Context: an optimization exercise on an open-source flow, tuned for small area. The choices shown serve that exercise and are no tape-out recipe.
At most, simulation tests tie the RTL to the original design; equivalence was not proved.
Only the layout flow was run in run 1; the RTL was not checked for function there.
Power figures rest on the tool's default switching activity, not on a simulated workload.

==> design/flow/design.v <==
`timescale 1ns/1ps
`default_nettype none
package cpu_pkg;
    localparam logic [3:0] OP_ADD  = 4'h0;
    localparam logic [3:0] OP_SUB  = 4'h1;
    localparam logic [3:0] OP_AND  = 4'h2;
    localparam logic [3:0] OP_OR   = 4'h3;
    localparam logic [3:0] OP_XOR  = 4'h4;
    localparam logic [3:0] OP_NOT  = 4'h5;
    localparam logic [3:0] OP_SLA  = 4'h6;
    localparam logic [3:0] OP_SRA  = 4'h7;
    localparam logic [3:0] OP_LI   = 4'h8;
    localparam logic [3:0] OP_LW   = 4'h9;
    localparam logic [3:0] OP_SW   = 4'hA;
    localparam logic [3:0] OP_BIZ  = 4'hB;
    localparam logic [3:0] OP_BNZ  = 4'hC;
    localparam logic [3:0] OP_HALT = 4'hD;
    localparam logic [3:0] OP_JMP  = 4'hE;
endpackage
`default_nettype wire
`timescale 1ns/1ps
`default_nettype none
module cpu_control (
    input  logic       clk,
    input  logic       rst,
    input  logic [3:0] op,           
    input  logic       ready,
    input  logic       t,            
    output logic [3:0] ph,
    output logic       init,
    output logic       fetch,
    output logic       rot1,
    output logic       rot2,
    output logic       mem,
    output logic       in_pc,
    output logic       halted
);
    localparam logic [2:0] S_INIT  = 3'd0;   
    localparam logic [2:0] S_FETCH = 3'd1;
    localparam logic [2:0] S_WAIT  = 3'd2;   
    localparam logic [2:0] S_ROT1  = 3'd3;   
    localparam logic [2:0] S_ROT2  = 3'd4;   
    localparam logic [2:0] S_MEM   = 3'd5;   
    localparam logic [2:0] S_PC    = 3'd6;   
    localparam logic [2:0] S_HALT  = 3'd7;
    logic [2:0] st;
    logic       ph15;
    assign ph15   = (ph == 4'd15);
    assign init   = (st == S_INIT);
    assign fetch  = (st == S_FETCH);
    assign rot1   = (st == S_ROT1);
    assign rot2   = (st == S_ROT2);
    assign mem    = (st == S_MEM);
    assign in_pc  = (st == S_PC);
    assign halted = (st == S_HALT);
    always_ff @(posedge clk or negedge rst) begin
        if (!rst) begin
            st <= S_INIT;
            ph <= 4'd0;
        end else begin
            ph <= ph + 4'd1;
            case (st)
                S_INIT:  if (ph15) st <= S_FETCH;
                S_FETCH: if (ready) st <= (op == cpu_pkg::OP_HALT) ? S_HALT : S_WAIT;
                S_WAIT:  if (ph15) st <= S_ROT1;
                S_ROT1:  if (ph15) st <= ((op == cpu_pkg::OP_SW || op == cpu_pkg::OP_LW) && !t)
                                         ? S_MEM : S_ROT2;
                S_ROT2:  if (ph15) st <= S_PC;
                S_MEM:   if (ready) st <= t ? S_WAIT : S_ROT2;
                S_PC:    if (ph15) st <= S_FETCH;
                default: st <= S_HALT;
            endcase
        end
    end
endmodule
`default_nettype wire
`timescale 1ns/1ps
`default_nettype none
module cpu_fetch_unit (
    input  logic        clk,
    input  logic        init,
    input  logic        fetch,
    input  logic        rot1,
    input  logic        rot2,
    input  logic        mem,
    input  logic        in_pc,
    input  logic [3:0]  ph,
    input  logic [3:0]  op,
    input  logic [15:0] mem_rdata,
    input  logic        a,           
    input  logic        sum,         
    input  logic        cout,
    input  logic        taken,
    output logic        t,
    output logic        c,
    output logic        immbit,
    output logic        offbit,
    output logic        w0,
    output logic        w1,
    output logic        pc0,
    output logic [7:0]  mem_addr,
    output logic [15:0] mem_wdata,
    output logic        mem_we
);
    logic [7:0]  pc;
    logic [7:0]  imm;
    logic [15:0] w;
    logic        ldsel;      
    logic        mbit;
    assign ldsel  = mem | (rot1 & t);
    assign mbit   = mem_rdata[ph];
    assign immbit = imm[0];
    assign offbit = imm[0];
    assign w0     = w[0];
    assign w1     = w[1];
    assign pc0    = pc[0];
    assign mem_addr  = ldsel ? imm : pc;
    assign mem_wdata = w;
    assign mem_we    = mem & ~t;
    always_ff @(posedge clk) begin
        if ((rot1 && !t || in_pc) && !ph[3] || rot2 && op == cpu_pkg::OP_LI) imm <= {rot1 ? mbit : imm[7], imm[7:1]};
        if (init || (in_pc && !ph[3])) pc <= {sum & ~init, pc[7:1]};
        if (!mem) w <= {(rot1 & t) ? mbit : a, w[15:1]};
        c <= cout;
        if (fetch)     t <= 1'b0;
        else if (rot1 && ph == 4'd15) t <= t | (op == cpu_pkg::OP_LW);
        else if (rot2) t <= taken;
    end
endmodule
`default_nettype wire
`timescale 1ns/1ps
`default_nettype none
module cpu_regfile (
    input  logic        clk,
    input  logic [3:0]  we_lo,    
    input  logic [3:0]  we_hi,    
    input  logic        wbit,     
    input  logic [3:0]  ra,       
    output logic        a         
);
    logic [15:0] regs [16];
    logic [15:0] cur;
    always_ff @(posedge clk) begin
        for (int i = 0; i < 16; i++) begin
            regs[i] <= {(we_lo[i % 4] & we_hi[i / 4]) ? wbit : regs[i][0], regs[i][15:1]};
        end
    end
    always_comb begin
        for (int i = 0; i < 16; i++) cur[i] = regs[i][0];
    end
    assign a = cur[ra];
endmodule
`default_nettype wire
`timescale 1ns/1ps
`default_nettype none
module cpu_execute (
    input  logic [3:0] op,
    input  logic       init,
    input  logic       in_pc,
    input  logic       ph0,
    input  logic       ph15,
    input  logic       a,        
    input  logic       w0,       
    input  logic       w1,       
    input  logic       immbit,   
    input  logic       offbit,   
    input  logic       pc0,      
    input  logic       t,        
    input  logic       c,        
    output logic       sum,
    output logic       cout,
    output logic       wbit,     
    output logic       taken     
);
    logic is_sub, is_br, is_logic, is_or, xa, xb, cin, cinit;
    assign is_sub   = (op == cpu_pkg::OP_SUB);
    assign is_br    = (op == cpu_pkg::OP_BIZ) | (op == cpu_pkg::OP_BNZ);
    assign is_logic = ~in_pc & (op >= cpu_pkg::OP_AND) & (op <= cpu_pkg::OP_NOT);
    assign is_or    = (op == cpu_pkg::OP_OR);
    assign xa = in_pc ? pc0 : a;
    always_comb begin
        if (in_pc)                                            xb = t & offbit;
        else if (is_br || op == cpu_pkg::OP_NOT)              xb = 1'b1;
        else if (op == cpu_pkg::OP_SLA)                       xb = a;
        else                                                  xb = w0 ^ is_sub;
    end
    assign cinit = in_pc | is_sub | is_or;
    assign cin   = (ph0 | is_logic) ? cinit : c;
    assign sum   = xa ^ xb ^ cin;
    assign cout  = (xa & xb) | (xa & cin) | (xb & cin);
    logic whi, wlo;
    assign whi = op[0] ? w0 : immbit;                                    
    always_comb begin
        if (op[2:0] == 3'd7)       wlo = ph15 ? w0 : w1;                 
        else if (op[2:1] == 2'b01) wlo = cout;                           
        else                       wlo = sum;
    end
    assign wbit = ~init & (op[3] ? whi : wlo);
    assign taken = (op == cpu_pkg::OP_JMP) | ((op == cpu_pkg::OP_BIZ) & ~cout)
                 | ((op == cpu_pkg::OP_BNZ) & cout);
endmodule
`default_nettype wire
`timescale 1ns/1ps
`default_nettype none
module cpu_top (
    input  logic                   clk,
    input  logic                   rst,
    output logic [8-1:0] mem_addr,
    output logic [16-1:0] mem_wdata,
    output logic                   mem_we,
    output logic                   mem_req_valid,
    input  logic                   mem_req_ready,
    input  logic [16-1:0] mem_rdata,
    output logic                   halted
);
    logic [3:0] ph;
    logic       init, fetch, rot1, rot2, mem, in_pc;
    logic       t, c, immbit, offbit, w0, w1, pc0, sum, cout, wbit, taken, a;
    logic [3:0] op;
    logic [3:0] ra;
    logic [3:0] we_lo, we_hi;
    logic       wr;
    assign op = mem_rdata[15:12];
    assign mem_req_valid = fetch | mem;
    cpu_control control_inst (
        .clk    (clk),
        .rst    (rst),
        .op     (op),
        .ready  (mem_req_ready),
        .t      (t),
        .ph     (ph),
        .init   (init),
        .fetch  (fetch),
        .rot1   (rot1),
        .rot2   (rot2),
        .mem    (mem),
        .in_pc  (in_pc),
        .halted (halted)
    );
    cpu_fetch_unit fetch_inst (
        .clk       (clk),
        .init      (init),
        .fetch     (fetch),
        .rot1      (rot1),
        .rot2      (rot2),
        .mem       (mem),
        .in_pc     (in_pc),
        .ph        (ph),
        .op        (op),
        .mem_rdata (mem_rdata),
        .a         (a),
        .sum       (sum),
        .cout      (cout),
        .taken     (taken),
        .t         (t),
        .c         (c),
        .immbit    (immbit),
        .offbit    (offbit),
        .w0        (w0),
        .w1        (w1),
        .pc0       (pc0),
        .mem_addr  (mem_addr),
        .mem_wdata (mem_wdata),
        .mem_we    (mem_we)
    );
    cpu_execute execute_inst (
        .op     (op),
        .init   (init),
        .in_pc  (in_pc),
        .ph0    (ph == 4'd0),
        .ph15   (ph == 4'd15),
        .a      (a),
        .w0     (w0),
        .w1     (w1),
        .immbit (immbit),
        .offbit (offbit),
        .pc0    (pc0),
        .t      (t),
        .c      (c),
        .sum    (sum),
        .cout   (cout),
        .wbit   (wbit),
        .taken  (taken)
    );
    always_comb begin
        if (rot1 && op <= cpu_pkg::OP_XOR)
            ra = mem_rdata[3:0];
        else if (op == cpu_pkg::OP_SW || op == cpu_pkg::OP_BIZ || op == cpu_pkg::OP_BNZ)
            ra = mem_rdata[11:8];
        else
            ra = mem_rdata[7:4];
    end
    assign wr = rot2 & (op <= cpu_pkg::OP_LW);
    always_comb begin
        for (int i = 0; i < 4; i++) begin
            we_lo[i] = init | (wr & (mem_rdata[9:8] == 2'(i)));
            we_hi[i] = init | (mem_rdata[11:10] == 2'(i));
        end
    end
    cpu_regfile regfile_inst (
        .clk   (clk),
        .we_lo (we_lo),
        .we_hi (we_hi),
        .wbit  (wbit),
        .ra    (ra),
        .a     (a)
    );
endmodule
`default_nettype wire
==> design/flow/flow/run.sh <==
#!/bin/bash
# The standard flow's layout with four changes:
#  - synthesis is the standard synthesis script, except that ABC maps each
#    module's logic with an area-oriented script (flow/abc_*.script, chosen
#    per module below); registers, their names and cells are as in the
#    standard synthesis;
#  - the smallest buffer on every input and output port;
#  - a clock tree without dummy loads;
#  - after floorplanning, every combinational cell swapped to the smallest
#    cell of its function (the later repair steps upsize where needed).
# Each step logs to its own file in this folder.
set -euo pipefail
export BUFFER_PORTS_ARGS="-buffer_cell sky130_fd_sc_hd__buf_1"
export CTS_ARGS="-sink_clustering_enable -repair_clock_nets -dont_use_dummy_load -buf_list sky130_fd_sc_hd__clkbuf_4 -sink_clustering_size 12 -sink_clustering_max_diameter 40"
HERE=$PWD
# ABC script per module: flow/abc_<letter>.script
PLAN="cpu_top c"
{
  cat <<TCL
proc abc {args} {
  set i [lsearch \$args -script]
  foreach {mod scr} {$PLAN} {
    set a \$args
    lset a [expr {\$i + 1}] $HERE/flow/abc_\$scr.script
    yosys abc {*}\$a \$mod
  }
}
TCL
  cat synth_recipe.tcl
} > own_synth.tcl
sed "s|SYNTH_SCRIPT=[^ ]*|SYNTH_SCRIPT=$HERE/own_synth.tcl|" standard.sh > own_standard.sh
bash own_standard.sh synth > synth.log 2>&1
bash own_standard.sh floorplan > floorplan.log 2>&1
RES=orfs/results/$FLOW_PLATFORM/cpu_top/base
LIB_FILE=$FLOW_HOME/platforms/$FLOW_PLATFORM/lib/sky130_fd_sc_hd__tt_025C_1v80.lib \
ODB_IN=$RES/2_floorplan.odb ODB_OUT=$RES/2_floorplan.odb \
  openroad -no_init -exit flow/downsize.tcl > downsize.log 2>&1
bash own_standard.sh finish > finish.log 2>&1
==> design/flow/flow/abc_a.script <==
strash
dc2
dch
map -a
topo
stime -c
dnsize -c
==> design/flow/flow/abc_b.script <==
&get -n
&st
&syn2
&dch
&nf -a
&st
&syn2
&dch
&nf -a
&put
topo
stime -c
dnsize -c
==> design/flow/flow/abc_c.script <==
strash
dch -f
amap
topo
stime -c
dnsize -c
==> design/flow/flow/downsize.tcl <==
# Swap every combinational standard cell for the smallest-area cell of the same
# function (same base name, other drive strength); flip-flops are left alone.
# Later repair steps upsize again wherever slew, capacitance or timing need it.
read_db $::env(ODB_IN)
read_liberty $::env(LIB_FILE)
set db [ord::get_db]
set best [dict create]
foreach lib [$db getLibs] {
  foreach m [$lib getMasters] {
    set n [$m getName]
    if {![regexp {^(sky130_fd_sc_hd__[a-z0-9]+)_([0-9]+)$} $n -> base drive]} { continue }
    set area [expr {[$m getWidth] * [$m getHeight]}]
    if {![dict exists $best $base] || $area < [lindex [dict get $best $base] 1]} {
      dict set best $base [list $n $area]
    }
  }
}
set swapped 0
foreach inst [[ord::get_db_block] getInsts] {
  set m [$inst getMaster]
  set n [$m getName]
  if {![regexp {^(sky130_fd_sc_hd__[a-z0-9]+)_([0-9]+)$} $n -> base drive]} { continue }
  if {[regexp {^sky130_fd_sc_hd__(df|edf|sdf|dl|sdl|tap|fill|decap|conb|diode|clk)} $n]} { continue }
  if {![dict exists $best $base]} { continue }
  set b [lindex [dict get $best $base] 0]
  set area [expr {[$m getWidth] * [$m getHeight]}]
  if {$b ne $n && [lindex [dict get $best $base] 1] < $area} {
    replace_cell [$inst getName] $b
    incr swapped
  }
}
puts "downsize: swapped $swapped cells"
write_db $::env(ODB_OUT)
==> design/flow/standard.sh <==
#!/bin/bash
# synth_recipe.tcl (not shown) runs the flow's synth.tcl, then flattens the netlist and writes it again
# the make line also repeats each setting of config.mk as NAME=value (left out here)
make -C /OpenROAD-flow-scripts/flow DESIGN_CONFIG=/design/flow/config.mk WORK_HOME=/design/flow/orfs CLKGATE_MAP_FILE= SYNTH_SCRIPT=/design/flow/synth_recipe.tcl "${@:-finish}"
==> design/flow/config.mk <==
export PLATFORM = sky130hd
export DESIGN_NAME = cpu_top
export DESIGN_NICKNAME = cpu_top
export VERILOG_FILES = /design/flow/design.v
export SDC_FILE = /design/flow/constraint.sdc
export NUM_CORES = 4
export LEC_CHECK = 0
export CAP_MARGIN = 20
export CORE_MARGIN = 2
export CORE_UTILIZATION = 40
export SLEW_MARGIN = 20
export SYNTH_HIERARCHICAL = 0
==> design/flow/constraint.sdc <==
create_clock -name core_clock -period 10.0 [get_ports {clk}]
set_input_delay 2.0000 -clock core_clock [delete_from_list [all_inputs] [get_ports {clk}]]
set_output_delay 2.0000 -clock core_clock [all_outputs]
set_load 0.01 [all_outputs]
==> flow_summary.toml, run 1 <==
[status]
outcome = "timing/DRC/antenna clean"

[die]
core_region_area_sq_um = 18600
die_area_sq_um = 19900
io_pins = 46
fp.dieW_microns = 141
num_rows = 50
fp.dieH_microns = 141
start_util_pct = 40.4

[sta]
setup_viol = 0
slew_viol_final = 0
finalCriticalPeriod_ps = 6920
skew_ps = 84.3
setup_ws_ps = 3080
max_freq_mhz = 144
rsz0062_at_grt = "false"
worst_pin_slew_ps = 979
fin_tns_setup_ps = 0
finalHoldViolCount = 0
period_share_pct = 69.2
slew_headroom_pct = 34.1

[critical_path]
crit_type = "input port to flop"
startpoint_type = "input port"
reg2regPathDepth = 19
crit_path_max_incr_delay_ps = 500
timing.reg2reg.setup_slack_ps = 4540
required_ps = 10530
end_kind = "flop"
path_cells = "buf_1 > clkinv_1 > nand2_1 > o22ai_1 > nor2_1 > clkinv_1 > o22ai_1 > nor2_1 > a21oi_1 > clkinv_1 > a221oi_1 > a31oi_1 > o22ai_1 > o22ai_1 > clkinv_1 > nor2_1 > a2111oi_0 > o32a_1 > fa_1 > nor2b_1 > a222oi_1 > o221ai_2 > a21oi_1"
crit_arrival_ps = 7450
crit_path_top_delay_cell = "a21oi_1"
critPathMaxFanout = 16

[job]
maxCapViolations = 0

[finish]
fin_area_sq_um = 8230
synthToLayoutAreaGrowth_pct = 9.57
final_nets = 633
drive_above_1_share_pct = 5.75

[place]
place_congestion = 0.890
dpl-instance-area_sq_um = 7960
hpwl_microns = 8650
port_buffers = 45
place_ws_ps = 2620

[logic_synthesis]
synth_cells = 532
synth_warnings = 6
synth.net_count = 554
seq_area_frac_synth_pct = 83.9
ys_ff_latch = 297
synth_cell_type_count = 27
syn_area_per_cell_sq_um = 14.1
syn-cell-area_sq_um = 7510

[global_routing]
first_global_vias = 4006
track_usage_pct = 13.0
grt_pass1_wl_microns = 20000
grt_max_degree = 18
antenna_found_initial = 3
gr-total-overflow = 0

[clocking]
clkSinkCount = 297
cts.clk_slew.worst_paths_ps = 110
clk_latency_ps = 600
cts-htree-levels = 2
ctsResizeCount = 0
cts_max_path_buffers = 3
cts_made_buffers = 34
root_buffer = "clkbuf_4"
post_cts_buffers = 0
postCtsHoldBufs = 0
cts_tree = "yes"

[drt]
vias = 4020
drtAntennaViolNets = 0
post-route-drc-count = 0
routed_wl_microns = 12400
viasPerCell = 4.75
wl_per_cell_microns = 14.7
drt_pre_antenna_iters = 5
drt_iter0_drc = 210

[power_and_ir_drop]
p_leak_nw = 3.04
cellPowerDensity_nw_per_um2 = 215
fin_total_pwr_mw = 1.77
peakVddDrop_uv = 129

[min_path]
hold_class = "flop to flop"
min_path_cells = 0
-- flip-flops by register name, summed over array words and instances (netlist names) --
signal / flops
control_inst.ph: 4
control_inst.st: 3
fetch_inst.c: 1
fetch_inst.imm: 8
fetch_inst.pc: 8
fetch_inst.t: 1
fetch_inst.w: 16
regfile_inst.regs: 256
-- metal layers --
| layer | up-vias | wire length, microns | track usage (%) |
|---|---|---|---|
| li1 | 1966 | - | - |
| met2 | 144 | 5200 | 19.2 |
| met4 | 0 | 356 | 6.21 |
| met1 | 1869 | 5750 | 16.9 |
| met5 | - | 0 | 0 |
| met3 | 41 | 1130 | 4.72 |
-- worst paths after layout --
path                                                from                       end
worst min register to register  regfile_inst.regs[5][11]  regfile_inst.regs[5][10]
max in group asynchronous                            rst        control_inst.st[2]
worst min-delay path            regfile_inst.regs[5][11]  regfile_inst.regs[5][10]
worst max register to register        control_inst.st[2]  regfile_inst.regs[9][15]
min in group asynchronous                            rst        control_inst.st[0]
worst max-delay path                       mem_rdata[14]  regfile_inst.regs[9][15]
-- where the power goes --
group          switching, mW  internal (mW)
Sequential           0.00744           1.22
Combinational         0.0405         0.0210
Clock                  0.321          0.158
-- critical path, delay by kind of cell --
kind                       cells  cell delay [ps]
AOI/OAI and AO/OA             12             3240
adders and majority gates      1              430
buffers and inverters          5             1120
and+or+nand+nor                5              650
-- cell type report --
class	instances	area (sq um)
Fill cell	1680	10400
Sequential cell	297	6300
Tap cell	234	293
Multi-Input combinational cell	197	1060
Inverter	36	135
Clock buffer	34	255
Timing Repair Buffer	45	169
Antenna cell	4	10.0
-- synth_stat cells --
| cell | count | area [sq um] |
|---|---|---|
| o22a_1 | 8 | 70.1 |
| o2111ai_1 | 1 | 8.76 |
| ha_1 | 2 | 25.0 |
| fa_1 | 1 | 20.0 |
| nor2b_1 | 1 | 6.26 |
| nand4_1 | 2 | 12.5 |
| a2111oi_0 | 2 | 17.5 |
| nand3_1 | 1 | 5.00 |
| o32a_1 | 1 | 10.0 |
| clkinv_1 | 36 | 135 |
| a211oi_1 | 1 | 7.51 |
| o32ai_1 | 3 | 26.3 |
| a222oi_1 | 1 | 10.0 |
| buf_4 | 2 | 15.0 |
| dfxtp_1 | 258 | 5160 |
| edfxtp_1 | 32 | 961 |
| a31oi_1 | 8 | 50.1 |
| nor2_1 | 68 | 255 |
| a21oi_1 | 32 | 160 |
| dfrtp_1 | 7 | 175 |
| o21ai_0 | 8 | 40.0 |
| o221ai_1 | 4 | 35.0 |
| nand2_1 | 14 | 52.6 |
| nor3_1 | 11 | 55.1 |
| a22oi_1 | 4 | 30.0 |
| o22ai_1 | 20 | 125 |
| a221oi_1 | 4 | 35.0 |
-- stage by stage --
step | util (%) | hold WS, ps | cells
floorplan | - | 310 | 532
global placement | 42.8 | 310 | 809
detailed placement | 42.8 | 312 | 809
CTS | 44.2 | 290 | 843
global route | 44.2 | 296 | 845
finish | 44.3 | 289 | 847
-- cell usage in the layout, fill, tap and decap left out, types with 8 or more instances in the layout --
cell,synthesis,final
o22a_1,8,8
dfxtp_1,258,258
edfxtp_1,32,32
clkinv_1,36,36
a31oi_1,8,8
a21oi_1,32,32
buf_1,0,45
clkbuf_4,0,34
nor3_1,11,11
nor2_1,68,68
o22ai_1,20,20
nand2_1,14,14
-- cells by family (layout without fill, tap and decap cells) --
family          after synthesis  in the layout  share of synthesized area (%)
buf+inv                      38            115                           2.00
compound gates               97             97                           8.33
other cells                   0              4                              0
simple gates                 97             97                           5.15
fa+ha+maj                     3              3                          0.600
flops                       297            297                           83.9
==> inputs of run 2 (changes only) <==
==> design/flow/design.v (replaced) <==
`timescale 1ns/1ps
`default_nettype none
package cpu_pkg;
    localparam logic [3:0] OP_ADD  = 4'h0;
    localparam logic [3:0] OP_SUB  = 4'h1;
    localparam logic [3:0] OP_AND  = 4'h2;
    localparam logic [3:0] OP_OR   = 4'h3;
    localparam logic [3:0] OP_XOR  = 4'h4;
    localparam logic [3:0] OP_NOT  = 4'h5;
    localparam logic [3:0] OP_SLA  = 4'h6;
    localparam logic [3:0] OP_SRA  = 4'h7;
    localparam logic [3:0] OP_LI   = 4'h8;
    localparam logic [3:0] OP_LW   = 4'h9;
    localparam logic [3:0] OP_SW   = 4'hA;
    localparam logic [3:0] OP_BIZ  = 4'hB;
    localparam logic [3:0] OP_BNZ  = 4'hC;
    localparam logic [3:0] OP_HALT = 4'hD;
    localparam logic [3:0] OP_JMP  = 4'hE;
endpackage
`default_nettype wire
`timescale 1ns/1ps
`default_nettype none
module cpu_regfile (
    input  logic        clk,
    input  logic [3:0]  we_lo,    
    input  logic [3:0]  we_hi,    
    input  logic        wbit,     
    input  logic [3:0]  ra,       
    output logic        a         
);
    logic [15:0] regs [16];
    logic [15:0] cur;
    always_ff @(posedge clk) begin
        for (int i = 0; i < 16; i++) begin
            regs[i] <= {(we_lo[i % 4] & we_hi[i / 4]) ? wbit : regs[i][0], regs[i][15:1]};
        end
    end
    always_comb begin
        for (int i = 0; i < 16; i++) cur[i] = regs[i][0];
    end
    assign a = cur[ra];
endmodule
`default_nettype wire
`timescale 1ns/1ps
`default_nettype none
module cpu_top (
    input  logic                   clk,
    input  logic                   rst,
    output logic [8-1:0] mem_addr,
    output logic [16-1:0] mem_wdata,
    output logic                   mem_we,
    output logic                   mem_req_valid,
    input  logic                   mem_req_ready,
    input  logic [16-1:0] mem_rdata,
    output logic                   halted
);
    localparam logic [2:0] S_INIT  = 3'd0;   
    localparam logic [2:0] S_FETCH = 3'd1;
    localparam logic [2:0] S_WAIT  = 3'd2;   
    localparam logic [2:0] S_ROT1  = 3'd3;   
    localparam logic [2:0] S_ROT2  = 3'd4;   
    localparam logic [2:0] S_MEM   = 3'd5;   
    localparam logic [2:0] S_PCB   = 3'd6;   
    localparam logic [2:0] S_HALT  = 3'd7;
    logic [2:0]  st;
    logic [3:0]  ph;
    logic [15:0] ir;
    logic [7:0]  pc;
    logic [15:0] w;
    logic        c;
    logic [3:0]  op;
    logic        ph0, ph15;
    logic        rot1, rot2, pcb, init;
    assign op   = ir[15:12];
    assign ph0  = (ph == 4'd0);
    assign ph15 = (ph == 4'd15);
    assign rot1 = (st == S_ROT1);
    assign rot2 = (st == S_ROT2);
    assign pcb  = (st == S_PCB);
    assign init = (st == S_INIT);
    logic is_alu2, is_sub, is_br, use_d;
    assign is_alu2 = (op <= cpu_pkg::OP_XOR);
    assign is_sub  = (op == cpu_pkg::OP_SUB);
    assign is_br   = (op == cpu_pkg::OP_BIZ) | (op == cpu_pkg::OP_BNZ);
    assign use_d   = is_br | (op == cpu_pkg::OP_SW);
    logic [3:0]  we_lo, we_hi;
    logic        wbit;
    logic        wr;
    logic [3:0]  ra;
    logic        a;
    assign ra = (rot1 & is_alu2) ? ir[3:0] : use_d ? ir[11:8] : ir[7:4];
    cpu_regfile regfile_inst (
        .clk  (clk),
        .we_lo(we_lo),
        .we_hi(we_hi),
        .wbit (wbit),
        .ra   (ra),
        .a    (a)
    );
    logic immbit;
    assign immbit = ph[3] ? ir[7] : ir[ph[2:0]];
    logic in_pc, is_logic, is_or;
    logic xa, xb, cin, cinit, sum, cout;
    assign in_pc    = rot1 | pcb;
    assign is_logic = rot2 & (op >= cpu_pkg::OP_AND) & (op <= cpu_pkg::OP_NOT);
    assign is_or    = (op == cpu_pkg::OP_OR);
    assign xa       = in_pc ? pc[0] : a;
    always_comb begin
        if (rot1)                                          xb = 1'b0;
        else if (pcb)                                      xb = immbit;
        else if (is_br || op == cpu_pkg::OP_NOT)           xb = 1'b1;
        else if (op == cpu_pkg::OP_SLA)                    xb = a;
        else                                               xb = w[0] ^ is_sub;
    end
    assign cinit = rot1 | (rot2 & (is_sub | is_or));
    assign cin   = (ph0 | is_logic) ? cinit : c;
    assign sum   = xa ^ xb ^ cin;
    assign cout  = (xa & xb) | (xa & cin) | (xb & cin);
    logic whi, wlo;
    assign whi = op[0] ? w[0] : immbit;                                 
    always_comb begin
        if (op[2:0] == 3'd7)       wlo = ph15 ? w[0] : w[1];            
        else if (op[2:1] == 2'b01) wlo = cout;                          
        else                       wlo = sum;
    end
    assign wbit = ~init & (op[3] ? whi : wlo);
    assign wr = rot2 & (op <= cpu_pkg::OP_LW);
    always_comb begin
        for (int i = 0; i < 4; i++) begin
            we_lo[i] = init | (wr & (ir[9:8] == 2'(i)));
            we_hi[i] = init | (ir[11:10] == 2'(i));
        end
    end
    assign mem_req_valid = (st == S_FETCH) | (st == S_MEM);
    assign mem_addr      = (st == S_MEM) ? ir[7:0] : pc;
    assign mem_we        = (st == S_MEM) & (op == cpu_pkg::OP_SW);
    assign mem_wdata     = w;
    assign halted        = (st == S_HALT);
    logic taken;
    assign taken = (op == cpu_pkg::OP_JMP) | ((op == cpu_pkg::OP_BIZ) & ~c)
                 | ((op == cpu_pkg::OP_BNZ) & c);
    always_ff @(posedge clk or negedge rst) begin
        if (!rst) begin
            st <= S_INIT;
            ph <= 4'd0;
        end else begin
            ph <= ph + 4'd1;
            case (st)
                S_INIT:  if (ph15) st <= S_FETCH;
                S_FETCH: if (mem_req_ready) begin
                    if (mem_rdata[15:12] == cpu_pkg::OP_LW)        st <= S_MEM;
                    else if (mem_rdata[15:12] == cpu_pkg::OP_HALT) st <= S_HALT;
                    else                                           st <= S_WAIT;
                end
                S_WAIT:  if (ph15) st <= S_ROT1;
                S_ROT1:  if (ph15) st <= (op == cpu_pkg::OP_SW) ? S_MEM : S_ROT2;
                S_ROT2:  if (ph15) st <= taken ? S_PCB : S_FETCH;
                S_MEM:   if (mem_req_ready) st <= (op == cpu_pkg::OP_SW) ? S_FETCH : S_WAIT;
                S_PCB:   if (ph == 4'd7) st <= S_FETCH;
                default: st <= S_HALT;
            endcase
        end
    end
    always_ff @(posedge clk) begin
        if (st == S_FETCH && mem_req_ready) ir <= mem_rdata;
        if (init || ((rot1 || pcb) && !ph[3])) pc <= {sum & ~init, pc[7:1]};
        if (st == S_MEM && op != cpu_pkg::OP_SW)          w <= mem_rdata;
        else if ((rot1 && op != cpu_pkg::OP_LW) || rot2) w <= {a, w[15:1]};
        c <= cout;
    end
endmodule
`default_nettype wire
removed: design/flow/flow/abc_a.script
removed: design/flow/flow/abc_b.script
==> run 2 against run 1 <==
Still clean on timing, DRC and antenna; area after synthesis up 3.9%; cell count increased by 6.0%; setup slack improved by 1400 ps; sequential cell count increased by 7; critical endpoint is now regfile_inst.regs[8][15]; sequential power barely moved; routed wire length up 12%; largest power group unchanged; via count is 3.6% higher; die area increased by 3.8%; clock skew down 8.5 ps; first-iteration DRC count increased by 43%.
==> flow_summary.toml, run 2 <==
[drt]
drt_iter0_drc = 301
viasPerCell = 4.64
vias = 4165
drtAntennaViolNets = 0
wl_per_cell_microns = 15.6
routed_wl_microns = 14000
post-route-drc-count = 0
drt_pre_antenna_iters = 6

[logic_synthesis]
synth_warnings = 3
synth.net_count = 572
seq_area_frac_synth_pct = 83.6
syn-cell-area_sq_um = 7800
synth_commonest_cells = "dfxtp_1, nor2_1, edfxtp_1, clkinv_1, a21oi_1"
syn_area_per_cell_sq_um = 14.2
synth_cell_type_count = 31
synth_edf_count = 40
async_flop_share_pct = 2.30
yosys.cell_count.top_type = "dfxtp_1"
post-synth-top-area-cell = "dfxtp_1"
synth_area_leaders = "dfxtp_1, edfxtp_1, nor2_1"
ys.flop_type = "dfxtp_1"
ys_ff_latch = 304
synthDominantCellAreaShare_pct = 65.9
synth_cells = 550

[status]
outcome = "timing/DRC/antenna clean"

[power_and_ir_drop]
p_leak_nw = 3.15
peakVddDrop_uv = 104
cellPowerDensity_nw_per_um2 = 202

[die]
core_region_area_sq_um = 19300
start_util_pct = 40.5
num_rows = 51
die_area_sq_um = 20600
io_pins = 46
fp.dieW_microns = 144
fp.dieH_microns = 144

[min_path]
hold_path.startpoint = "regfile_inst.regs[13][15]"
min_to = "regfile_inst.regs[13][14]"
hold_class = "flop to flop"
min_path_cells = 0

[critical_path]
critPathMaxFanout = 16
r2r-end = "regfile_inst.regs[8][15]"
crit_type = "flop to flop"
end_kind = "flop"
reg2regPathDepth = 17
startpoint_type = "flop"
crit_arrival_ps = 5980
reg2reg_from = "ir[15]"
timing.reg2reg.setup_slack_ps = 4500
required_ps = 10480

[finish]
top_regs = "regfile_inst.regs x256, ir x16, w x16"
final_common_cell = "dfxtp_1"
max_flop_register = "regfile_inst.regs"
synthToLayoutAreaGrowth_pct = 10.2
final_nets = 657
fillerInstances = 1820
largest_reg_flops = 256
num_antenna_cells = 0
drive_above_1_share_pct = 6.16
mostFrequentLayoutCells = "dfxtp_1, nor2_1, buf_1, edfxtp_1, clkinv_1"

[global_routing]
grt_max_degree = 19
track_usage_pct = 14.2
gr-total-overflow = 0
grt_pass1_wl_microns = 22200
antenna_found_initial = 0
first_global_vias = 4131

[clocking]
clk_latency_ps = 610
postCtsHoldBufs = 0
post_cts_buffers = 0
ctsResizeCount = 0
cts.clk_slew.worst_paths_ps = 110
cts_max_path_buffers = 3
cts_made_buffers = 36
cts-htree-levels = 2
cts_tree = "yes"
root_buffer = "clkbuf_4"
clkSinkCount = 304

[sta]
skew_ps = 75.8
fin_tns_setup_ps = 0
slew_viol_final = 0
slew_headroom_pct = 43.9
finalCriticalPeriod_ps = 5500
rsz0062_at_grt = "false"
max_freq_mhz = 182
worst_pin_slew_ps = 842
setup_viol = 0
period_share_pct = 55.0
hold_ws_ps = 256
finalHoldViolCount = 0

[place]
place_congestion = 0.863
port_buffers = 45
hpwl_microns = 9480

[job]
maxCapViolations = 0
## run 2: changes by cell type after synthesis, sizes merged, moves of 3 or more
| cell | change |
|---|---|
| o22a | +12 |
| edfxtp | +8 |
| nor3 | -5 |
| a21oi | +3 |
| a22oi | -3 |
| a31oi | -3 |
| nor2 | +3 |
| o221ai | -3 |
## run 2: area by class of cell
class                           count  area (sq um)  share of cell area, %
Inverter                           38           143                   1.66
Clock buffer                       36           270                   3.14
Multi-Input combinational cell    208          1150                   13.3
Sequential cell                   304          6520                   75.9
Timing Repair Buffer               47           184                   2.14
Tap cell                          265           332                   3.86
## run 2: how the worst max path moves through the flow
stage / start / to / depth (start not counted)
floorplan: ir[15] / regfile_inst.regs[0][15] / 17
global placement: ir[15] / regfile_inst.regs[0][15] / 17
detailed placement: ir[15] / regfile_inst.regs[5][15] / 17
CTS: ir[15] / regfile_inst.regs[8][15] / 17
global route: ir[15] / regfile_inst.regs[13][15] / 17
finish: ir[15] / regfile_inst.regs[8][15] / 17
## run 2: metal layers
layer,track usage [%],share of wire (%)
met5,0,0
met4,6.97,3.1
met3,4.03,5.1
met2,19.8,42
met1,20.3,50
## run 2: stage by stage
stage                     util [%]  std cells  cell area, sq um  power [mW]  setup WS (ps)
after floorplan                  -        550              7800        1.26           5540
after global placement        43.2        862              8320        1.27           4570
after detailed placement      43.2        862              8320        1.27           4580
after CTS                     44.6        898              8590        1.77           4520
after global routing          44.6        898              8600        1.82           4010
final                         44.6        898              8600        1.74           4500
## run 2: power by group
part | total [mW] | leakage (nW) | switching, mW | internal (mW)
registers | 1.23 | 2.51 | 0 | 1.23
clock network | 0.499 | 0.166 | 0.332 | 0.167
logic | 0.00556 | 0.475 | 0.00360 | 0.00196
## run 2: kinds of logic after synthesis
group                    share of synthesized area [%]
AO/OA/AOI/OAI                                     9.11
AND/OR/NAND/NOR                                   4.91
buffers and inverters                             1.83
adder cells (fa/ha/maj)                          0.577
flip-flops                                        83.6
## run 2: critical path, cell delays in order, from the launching register on
cell and delay, ps:
edfxtp_1 520, clkinv_1 160, nand2_1 130, o211ai_1 360, clkinv_1 220, o22ai_1 600, clkinv_1 420, o22ai_1 290
a221oi_1 130, o32ai_1 540, nor3_1 90, o311ai_0 510, fa_1 540, a21oi_1 140, a21oi_1 60, a21oi_1 160
o221ai_2 320, a21oi_1 210

==> afterwards: timing with drivers on the ports <==
The results above use ideal ports. As a check the final layouts listed here were re-extracted and re-timed, cells and wires unchanged. Step 1 (the two cells are an assumption about what drives the block):
set clk [get_ports {clk}]
set_driving_cell -lib_cell sky130_fd_sc_hd__clkbuf_16 $clk
set_driving_cell -lib_cell sky130_fd_sc_hd__buf_2 [delete_from_list [all_inputs] $clk]
Step 2 adds t to the input delays and takes it off the output delays; t is the mean of the earliest and latest rising clock arrival at the registers after step 1. Input paths then give back, and output paths get back, about the clock's delay inside the block. a / b / c = ideal / step 1 / step 2; a / b = the first two.
| run | t, ns | setup slack, ns | worst hold slack (ns) | latest minus earliest clock arrival (ns) |
|---|---|---|---|---|
| run 1 | 0.596 | 3.078 / 3.065 / 2.469 | 0.289 / 0.289 / 0.289 | 0.084 / 0.085 |
| run 2 | 0.601 | 4.503 / 4.503 / 4.503 | 0.256 / 0.256 / 0.256 | 0.080 / 0.080 |
After both steps setup and hold are still met in every run listed. The setup slack of run 1, which loses most, moves by -0.013 ns with the drivers and by -0.609 ns with both steps.
